This is an optimization exercise on Yosys and OpenROAD, whose aim is small area, a short achievable clock period and few clock cycles, not a production implementation.
RTL that was checked went through simulation tests only; none was proved equivalent to the original.
Power and IR drop assume default switching activity.

== before ==
Design hdc_encoder_top, start of the top module:
module hdc_encoder_top (
  input  logic      clk_i,
  input  logic      rst_i,
  input  logic      csr_we_i,
  input  logic      csr_re_i,
  input  hdc_pkg::csr_addr_t csr_addr_i,
  input  hdc_pkg::csr_data_t csr_wdata_i,
  output hdc_pkg::csr_data_t csr_rdata_o,
  output logic      csr_rvalid_o,
  output hdc_pkg::hv_t       qhv_o,
  output logic      qhv_valid_o
);
  localparam int unsigned LANES = hdc_pkg::HV_DIM / 2;
  logic     start, n_zero, busy, done;
  logic [hdc_pkg::HV_DIM/2-1:0] grp;
  hdc_pkg::count_t   num_items;
  hdc_pkg::im_addr_t base_a, ab_dist;
  logic [hdc_pkg::IM_DEPTH*hdc_pkg::HV_DIM-1:0] mem;
  logic [LANES*hdc_pkg::IM_DEPTH-1:0] y;
  logic [hdc_pkg::IM_DEPTH-1:0] mask;
  hdc_csr u_csr (
    .clk_i        ( clk_i        ), .rst_i        ( rst_i        ),
    .csr_we_i     ( csr_we_i     ), .csr_re_i     ( csr_re_i     ),
    .csr_addr_i   ( csr_addr_i   ), .csr_wdata_i  ( csr_wdata_i  ),
    .busy_i       ( busy         ), .done_i       ( done         ),
    .result_i     ( qhv_o        ), .csr_rdata_o  ( csr_rdata_o  ),
    .csr_rvalid_o ( csr_rvalid_o ), .start_o      ( start        ),
    .n_zero_o     ( n_zero       ), .num_items_o  ( num_items    ),
    .base_a_o     ( base_a       ), .dist_o       ( ab_dist         )
  );
  im_shared_mem u_mem (
    .clk_i ( clk_i ), .csr_we_i ( csr_we_i ), .csr_addr_i ( csr_addr_i ),
    .csr_wdata_i ( csr_wdata_i ), .mem_o ( mem )
  );
  im_fetcher #(.LANES(LANES)) u_fetch (
    .mem_i ( mem ), .grp_i ( grp ), .num_items_i ( num_items ),
    .base_a_i ( base_a ), .dist_i ( ab_dist ), .y_o ( y ), .mask_o ( mask )
  );
  hv_bundler #(.LANES(LANES)) u_bundler (
    .clk_i ( clk_i ), .rst_i ( rst_i ), .start_i ( start ),
    .n_zero_i ( n_zero ), .num_items_i ( num_items ), .y_i ( y ),
    .mask_i ( mask ), .grp_o ( grp ), .busy_o ( busy ), .done_o ( done ),
    .qhv_o ( qhv_o ), .qhv_valid_o ( qhv_valid_o )
  );
endmodule
Settings: LEC_CHECK=0, ABC_AREA=1, CAP_MARGIN=20, CORE_MARGIN=2, CORE_UTILIZATION=40, SETUP_SLACK_MARGIN=2.0, SLEW_MARGIN=20; clock period 5.0 ns.
run.sh (not shown) runs the stock make flow with config.mk's settings and CLKGATE_MAP_FILE= SYNTH_SCRIPT=/design/flow/synth_recipe.tcl, a recipe that flattens the netlist after the stock synthesis.
Testbench counts of before, summed over its fixed seeds: cycles 2,576.
The inputs of after differ from those of before as listed below.
- swapping 2.0 for 2.3 in SETUP_SLACK_MARGIN
Findings:
- In the reports for after and before, the larger final worst-path cycle share belongs to before.
- before → after: detailed-route vias per instance picked up an extra 0.85%; post-layout minimum cycle time -0.11 ns; setup slack grew by 0.11 ns; smallest hold slack roughly the same; met3 wire length grew by 2.7 mm.
- Looking only at routability congestion estimate from global placement, and setting everything else aside, the lower value of after and before goes to after.
- Between after and before, the number of buffers added for setup after CTS is lower for before.
- For the delay of the slowest cell on the worst path, after came in 0.22 ns lower than before did.
- Re proportion of layout cells with a drive suffix above 1: after is 2.7 points up on before.

---

run 1:
Another version of the RTL of hdc_encoder_top (not shown whole).
For scale: about 6,700 cells after synthesis, ~1,300 flip-flops, about 110 I/O pins, ~77,000 µm² of cells after synthesis.
make LEC_CHECK=0 CAP_MARGIN=20 CORE_MARGIN=2 CORE_UTILIZATION=40 SETUP_SLACK_MARGIN=2.5 SLEW_MARGIN=20 finish   # period 5.0 ns
Run 1 completed every stage of the flow, and the final layout passed the timing, design-rule and antenna checks.
[inputs] run 2 vs run 1
# run 1
export LEC_CHECK = 0
export CAP_MARGIN = 20
export CORE_MARGIN = 2
export CORE_UTILIZATION = 40
export SETUP_SLACK_MARGIN = 2.5
export SLEW_MARGIN = 20
create_clock -name core_clock -period 5.0 [get_ports {clk_i}]
# run 2
export LEC_CHECK = 0
export CAP_MARGIN = 20
export CORE_MARGIN = 2
export CORE_UTILIZATION = 40
export SETUP_SLACK_MARGIN = 1.5
export SLEW_MARGIN = 20
create_clock -name core_clock -period 5.0 [get_ports {clk_i}]
--- outcome ---
Run 2 finished end to end and its layout was clean on timing, DRC and antenna.
Non-clock inverter count in the final layout: run 2 vs run 1 — no meaningful difference
In the metrics for run 2 and run 1, the one carrying the lower met3 capacity usage during global routing is run 2.
Relative to run 1, the via total after detailed routing of run 2 is lower by about 10%.
Run 2 against run 1; count of clock-buffer cells in the layout is down by a few percent.
Between run 2 and run 1, the largest stage delay on the critical path is lower for run 2.
Changes observed in run 2 relative to run 1: number of hold buffers added after cts neither gained nor lost much; worst setup slack lost 0.014 ns.
Setup changes, run 2 to run 3
# run 2
export LEC_CHECK = 0
export CAP_MARGIN = 20
export CORE_MARGIN = 2
export CORE_UTILIZATION = 40
export SETUP_SLACK_MARGIN = 1.5
export SLEW_MARGIN = 20
create_clock -name core_clock -period 5.0 [get_ports {clk_i}]
# run 3
export LEC_CHECK = 0
export CAP_MARGIN = 20
export CORE_MARGIN = 2
export CORE_UTILIZATION = 40
export SLEW_MARGIN = 20
create_clock -name core_clock -period 5.0 [get_ports {clk_i}]
### Flow results
For run 2, the startpoint of the worst setup timing path was u_bundler.ph_q[1]$_SDFFE_PP0P_, unlike run 3, where it was u_bundler.ph_q[0]$_SDFFE_PP0P_.
Power delta for run 3 relative to run 2: 2.9% lower
[run 3] layout overhead on the synthesized area fell 5.0 points relative to run 2
First-pass GRT wire length: run 2 vs run 3, no meaningful difference
Worst setup slack: run 3 worse than run 2
Final area (higher): run 2
Function was not checked in any run of this note: the RTL went through the layout flow alone.

---

Another version of the RTL of hdc_encoder_top (not shown whole).
For scale: about 110 I/O pins.
==> flow/design.v (excerpt) <==
module hdc_encoder_top (
  input  logic      clk_i,
  input  logic      rst_i,
  input  logic      csr_we_i,
  input  logic      csr_re_i,
  input  hdc_pkg::csr_addr_t csr_addr_i,
  input  hdc_pkg::csr_data_t csr_wdata_i,
  output hdc_pkg::csr_data_t csr_rdata_o,
  output logic      csr_rvalid_o,
  output hdc_pkg::hv_t       qhv_o,
  output logic      qhv_valid_o
);
  localparam int unsigned LANES = hdc_pkg::HV_DIM / 2;
  logic     start, n_zero, busy, done, grp;
  hdc_pkg::count_t   num_items;
  hdc_pkg::im_addr_t base_a, ab_dist;
  logic [hdc_pkg::IM_DEPTH*hdc_pkg::HV_DIM-1:0] mem;
  logic [LANES*hdc_pkg::IM_DEPTH-1:0] y;
  logic [hdc_pkg::IM_DEPTH-1:0] mask;
  hdc_csr u_csr (
    .clk_i        ( clk_i        ), .rst_i        ( rst_i        ),
    .csr_we_i     ( csr_we_i     ), .csr_re_i     ( csr_re_i     ),
    .csr_addr_i   ( csr_addr_i   ), .csr_wdata_i  ( csr_wdata_i  ),
    .busy_i       ( busy         ), .done_i       ( done         ),
    .result_i     ( qhv_o        ), .csr_rdata_o  ( csr_rdata_o  ),
    .csr_rvalid_o ( csr_rvalid_o ), .start_o      ( start        ),
    .n_zero_o     ( n_zero       ), .num_items_o  ( num_items    ),
    .base_a_o     ( base_a       ), .dist_o       ( ab_dist         )
  );
  im_shared_mem u_mem (
    .clk_i ( clk_i ), .csr_we_i ( csr_we_i ), .csr_addr_i ( csr_addr_i ),
    .csr_wdata_i ( csr_wdata_i ), .mem_o ( mem )
  );
  im_fetcher #(.LANES(LANES)) u_fetch (
    .mem_i ( mem ), .grp_i ( grp ), .num_items_i ( num_items ),
    .base_a_i ( base_a ), .dist_i ( ab_dist ), .y_o ( y ), .mask_o ( mask )
  );
  hv_bundler #(.LANES(LANES)) u_bundler (
    .clk_i ( clk_i ), .rst_i ( rst_i ), .start_i ( start ),
    .n_zero_i ( n_zero ), .num_items_i ( num_items ), .y_i ( y ),
  ...
clock: 5.0 ns
lec_check: 0
cap_margin: 20
core_margin: 2
core_utilization: 40
setup_slack_margin: 1.5
slew_margin: 20
Next try:
CORE_UTILIZATION = 65   (was 40)
Result: The changed run completed without violations; worst setup slack gets worse by 0.055 ns; power goes down by 0.64%; design area goes down by 1.6%; combinational power went down by about 2%; global-route usage went up by 14 points; register-to-register slack loses 0.05 ns; clock power is about the same; area after synthesis stays the same; wire length goes down by 3.5%; die area falls by about 40%; core utilization goes up by 28 points.
Next try:
CORE_UTILIZATION = 40   (was 65)
SETUP_SLACK_MARGIN = 2.0   (was 1.5)
Setup slack improved by 0.13 ns.
Final area came out higher by 20%.
Maximum frequency came out higher by 3.8%.
Function was not checked in any run of this note: the RTL went through the layout flow alone.

---

hdc_encoder_top, a different RTL version from the one above (not shown whole).
Size in the first run: ~1100 flip-flops, ~110 I/O pins.
Design hdc_encoder_top, start of the top module:
module hdc_encoder_top (
  input  logic      clk_i,
  input  logic      rst_i,
  input  logic      csr_we_i,
  input  logic      csr_re_i,
  input  hdc_pkg::csr_addr_t csr_addr_i,
  input  hdc_pkg::csr_data_t csr_wdata_i,
  output hdc_pkg::csr_data_t csr_rdata_o,
  output logic      csr_rvalid_o,
  output hdc_pkg::hv_t       qhv_o,
  output logic      qhv_valid_o
);
clock: 5.0 ns
lec_check: 0
abc_area: 1
cap_margin: 20
core_margin: 2
core_utilization: 40
setup_slack_margin: 2.2
slew_margin: 20
The first run produced a clean layout.
Rerun with:
--- a/flow/config.mk
+++ b/flow/config.mk
@@ -10,4 +10,4 @@
 export CORE_MARGIN = 2
 export CORE_UTILIZATION = 40
-export SETUP_SLACK_MARGIN = 2.2
+export SETUP_SLACK_MARGIN = 1.9
 export SLEW_MARGIN = 20
After rerunning: Routed wire length falls by about 10%. Final cell count shrinks by about 1.9%. Synthesized cell count is unchanged. Sequential cell count stays the same. Total power fell by about 3.5%. Clock power stays flat. Worst setup slack gains 24 ps.
No functional check of the RTL was part of any run of this note.

---

hdc_encoder_top, a different RTL version from the one above (not shown whole).
Size in the first run: roughly 9,000 cells after synthesis, roughly 1,300 flip-flops, about 110 I/O pins, ~73,000 µm² of cells after synthesis.
clock: 5.0 ns
lec_check: 0
abc_area: 1
cap_margin: 20
core_margin: 2
core_utilization: 40
setup_slack_margin: 2.4
slew_margin: 20
Testbench counts at the start, summed over its fixed seeds: cycles 2,576.
Then changed:
--- a/flow/config.mk
+++ b/flow/config.mk
@@ -10,4 +10,4 @@
 export CORE_MARGIN = 2
 export CORE_UTILIZATION = 40
-export SETUP_SLACK_MARGIN = 2.4
+export SETUP_SLACK_MARGIN = 2.3
 export SLEW_MARGIN = 20
Worst setup slack gains 0.028 ns.
Non-clock buffer count drops by 97.
Design area drops by 6.8%.
Die area is unchanged.
Synthesized cell count does not change.
Clock skew drops by 0.016 ns.
Core utilization drops by 3.4 points.
Critical path depth climbs by 3.
Synthesized area stays the same.
Then changed:
--- a/flow/config.mk
+++ b/flow/config.mk
@@ -9,5 +9,5 @@
 export CAP_MARGIN = 20
 export CORE_MARGIN = 2
-export CORE_UTILIZATION = 40
+export CORE_UTILIZATION = 55
 export SETUP_SLACK_MARGIN = 2.3
 export SLEW_MARGIN = 20
Result:
- clock power hardly moves
- worst setup slack got worse by 0.063 ns
- core utilization went up by 17 points
- clock skew barely changes
Then changed:
--- a/flow/config.mk
+++ b/flow/config.mk
@@ -9,5 +9,6 @@
 export CAP_MARGIN = 20
 export CORE_MARGIN = 2
-export CORE_UTILIZATION = 55
+export CORE_UTILIZATION = 40
 export SETUP_SLACK_MARGIN = 2.3
 export SLEW_MARGIN = 20
+export TNS_END_PERCENT = 20
Outcome: Power went down by 1.1%; via count drops by 0.80%; clock-buffer cell count rises by 3; cell area rises by 0.37%; wire length is lower by 0.48%.
Then changed:
--- a/flow/config.mk
+++ b/flow/config.mk
@@ -10,5 +10,4 @@
 export CORE_MARGIN = 2
 export CORE_UTILIZATION = 40
-export SETUP_SLACK_MARGIN = 2.3
+export SETUP_SLACK_MARGIN = 2.2
 export SLEW_MARGIN = 20
-export TNS_END_PERCENT = 20
What happened: The changed run completed with no timing, DRC or antenna violations; final area came out lower by about 0.6%; power barely changes; count of clock-buffer cells in the layout does not change; non-clock buffer count came out lower by 24; critical path depth came out higher by 7; clock power hardly moves; clock skew barely changes; wire length came out lower by about 2.3%; global-route usage came out lower by 0.22 points; worst hold slack gets better by 0.034 ns.

---

Another version of the RTL of hdc_encoder_top (not shown whole).
For scale: roughly 9000 cells after synthesis, about 110 I/O pins, about 0.073 mm² of cells after synthesis.
==> flow/design.v (excerpt) <==
module hdc_encoder_top (
  input  logic      clk_i,
  input  logic      rst_i,
  input  logic      csr_we_i,
  input  logic      csr_re_i,
  input  hdc_pkg::csr_addr_t csr_addr_i,
  input  hdc_pkg::csr_data_t csr_wdata_i,
  output hdc_pkg::csr_data_t csr_rdata_o,
  output logic      csr_rvalid_o,
  output hdc_pkg::hv_t       qhv_o,
  output logic      qhv_valid_o
);
==> flow/config.mk <==
export PLATFORM = sky130hd
export DESIGN_NAME = hdc_encoder_top
export DESIGN_NICKNAME = hdc_encoder_top
export VERILOG_FILES = /design/flow/design.v
export SDC_FILE = /design/flow/constraint.sdc
export NUM_CORES = 4
export LEC_CHECK = 0
export ABC_AREA = 1
export CAP_MARGIN = 20
export CORE_MARGIN = 2
export CORE_UTILIZATION = 40
export SETUP_SLACK_MARGIN = 2.6
export SLEW_MARGIN = 20
==> flow/constraint.sdc <==
create_clock -name core_clock -period 5.0 [get_ports {clk_i}]
set_input_delay 1.0000 -clock core_clock [delete_from_list [all_inputs] [get_ports {clk_i}]]
set_output_delay 1.0000 -clock core_clock [all_outputs]
set_load 0.01 [all_outputs]
The baseline finished clean.
Testbench counts at the start, summed over its fixed seeds: cycles 2,576.
==> next run, changes <==
--- a/flow/config.mk
+++ b/flow/config.mk
@@ -10,4 +10,4 @@
 export CORE_MARGIN = 2
 export CORE_UTILIZATION = 40
-export SETUP_SLACK_MARGIN = 2.6
+export SETUP_SLACK_MARGIN = 2.3
 export SLEW_MARGIN = 20
Register-to-register slack improves by 0.14 ns. Final area shrinks by a quarter to a third. Die area is unchanged. Flip-flop and latch count stays the same. Wire length shrinks by about a fifth.

---

Another version of the RTL of hdc_encoder_top (not shown whole).
Size: about 5900 cells after synthesis, roughly 1300 flip-flops, ~110 I/O pins, roughly 75000 um2 of cells after synthesis.
## hdc_encoder_top
module hdc_encoder_top (
  input  logic      clk_i,
  input  logic      rst_i,
  input  logic      csr_we_i,
  input  logic      csr_re_i,
  input  hdc_pkg::csr_addr_t csr_addr_i,
  input  hdc_pkg::csr_data_t csr_wdata_i,
  output hdc_pkg::csr_data_t csr_rdata_o,
  output logic      csr_rvalid_o,
  output hdc_pkg::hv_t       qhv_o,
  output logic      qhv_valid_o
);
export LEC_CHECK = 0
export CAP_MARGIN = 20
export CORE_MARGIN = 2
export CORE_UTILIZATION = 40
export SETUP_SLACK_MARGIN = 2.1
export SLEW_MARGIN = 20
create_clock -name core_clock -period 5.0 [get_ports {clk_i}]
The starting point finished with timing, DRC and antenna clean.
Next try:
Settings changed: ABC_AREA set to 1, SETUP_SLACK_MARGIN 2.1 to 1.9.
Result: Setup slack gets better by 150 ps. Area after synthesis increases by 4.1%. Worst hold slack degrades by 35 ps. Die area rises by 4.0%. Flip-flop and latch count is unchanged. Via count rose by 31%. Sequential share of layout area is higher by 4.6 points. Total power grows by 4.6%. Clock skew falls by 5.4 ps. Design area came out lower by 13%.
Next try:
Settings changed: ABC_AREA 1 to not set, SETUP_SLACK_MARGIN 1.9 to 1.5.
Result: Core utilization is about the same; via count went down by 30%; power is lower by 9.6%; synthesized area drops by 3.9%; sequential share of layout area increases by 1.6 points; routed wire length goes down by about 20%; final cell count shrinks by 31%; setup slack loses 430 ps; clock skew grows by 12 ps; critical path depth shrinks by 2; first-iteration DRC count drops by 24%.
Next try:
Settings changed: ABC_AREA set to 1, SETUP_SLACK_MARGIN 1.5 to 2.1.
=> The changed run completed with no timing, DRC or antenna violations. Utilization climbs by 1.8 points. Die area is higher by a few percent. Worst hold slack gets worse by 30 ps. Global-route usage goes up by 4.7 points. Total power came out higher by a little under a tenth. Final cell count goes up by well over a third. Cell area rose by a little under a tenth. Non-clock buffer count is higher by 115. Synthesized cell count grows by well over a third.
Function was not checked in any run of this note: the RTL went through the layout flow alone.

[port drivers added, routing unchanged]
The results above use ideal ports. As a check the final layouts listed here were re-extracted and re-timed, cells and wires unchanged.
Step 1 sets driving cells, clkbuf_16 on the clock port and buf_2 on the other inputs (assumed; they add their load-dependent delay and slew).
Step 2 adds t to the input delays and takes it off the output delays; t is the mean of the earliest and latest rising clock arrival at the registers after step 1. Input paths then give back, and output paths get back, about the clock's delay inside the block.
Three values: no drivers, after step 1, after step 2; two values: the first two.
run | t, ns | slack for setup (ns) | hold WS [ns] | worst setup path at the end | pins driven straight from the clock port
before | 0.872 | 2.054 / 2.054 / 1.261 | 0.416 / 0.416 / 0.416 | input to register | 1
after | 0.877 | 2.166 / 2.166 / 1.485 | 0.417 / 0.417 / 0.417 | input to register | 1
run 1 | 0.887 | 1.557 / 1.557 / 1.557 | 0.403 / 0.403 / 0.403 | register to register | 1
run 2 | 0.881 | 1.543 / 1.543 / 1.009 | 0.418 / 0.418 / 0.418 | input to register | 1
run 3 | 0.890 | 0.963 / 0.963 / 0.963 | 0.404 / 0.404 / 0.404 | register to register | 1
the first run of note 3 | 0.871 | 1.515 / 1.515 / 1.095 | 0.402 / 0.402 / 0.402 | input to register | 1
the second run of note 3 | 0.825 | 1.460 / 1.460 / 1.159 | 0.415 / 0.415 / 0.415 | input to register | 1
the third run of note 3 | 0.877 | 1.591 / 1.591 / 1.306 | 0.418 / 0.418 / 0.418 | input to register | 1
the first run of note 4 | 0.868 | 1.847 / 1.847 / 1.404 | 0.427 / 0.427 / 0.427 | input to register | 1
the second run of note 4 | 0.855 | 1.871 / 1.871 / 1.143 | 0.427 / 0.427 / 0.427 | input to register | 1
the first run of note 5 | 0.905 | 2.322 / 2.322 / 1.716 | 0.430 / 0.430 / 0.430 | input to register | 1
the second run of note 5 | 0.882 | 2.350 / 2.274 / 1.714 | 0.392 / 0.392 / 0.392 | input to register | 1
the third run of note 5 | 0.859 | 2.287 / 2.287 / 1.699 | 0.424 / 0.424 / 0.424 | input to register | 1
the fourth run of note 5 | 0.876 | 2.146 / 2.064 / 1.684 | 0.395 / 0.395 / 0.395 | input to register | 1
the fifth run of note 5 | 0.874 | 2.201 / 2.195 / 1.723 | 0.429 / 0.429 / 0.429 | input to register | 1
the first run of note 6 | 0.935 | 2.127 / 2.127 / 1.926 | 0.433 / 0.404 / 0.433 | input to register | 1
the second run of note 6 | 0.886 | 2.267 / 2.267 / 1.719 | 0.432 / 0.432 / 0.432 | input to register | 1
the first run of note 7 | 0.873 | 1.770 / 1.770 / 1.309 | 0.463 / 0.459 / 0.463 | input to register | 1
the second run of note 7 | 0.896 | 1.917 / 1.899 / 1.371 | 0.428 / 0.428 / 0.428 | input to register | 1
the third run of note 7 | 0.876 | 1.491 / 1.491 / 0.976 | 0.455 / 0.455 / 0.455 | input to register | 1
the fourth run of note 7 | 0.899 | 1.996 / 1.996 / 1.386 | 0.425 / 0.425 / 0.425 | input to register | 1
After both steps every run listed still meets setup and hold. For before, which loses most, drivers alone change the setup slack by 0.000 ns; drivers and shift together by -0.793 ns.
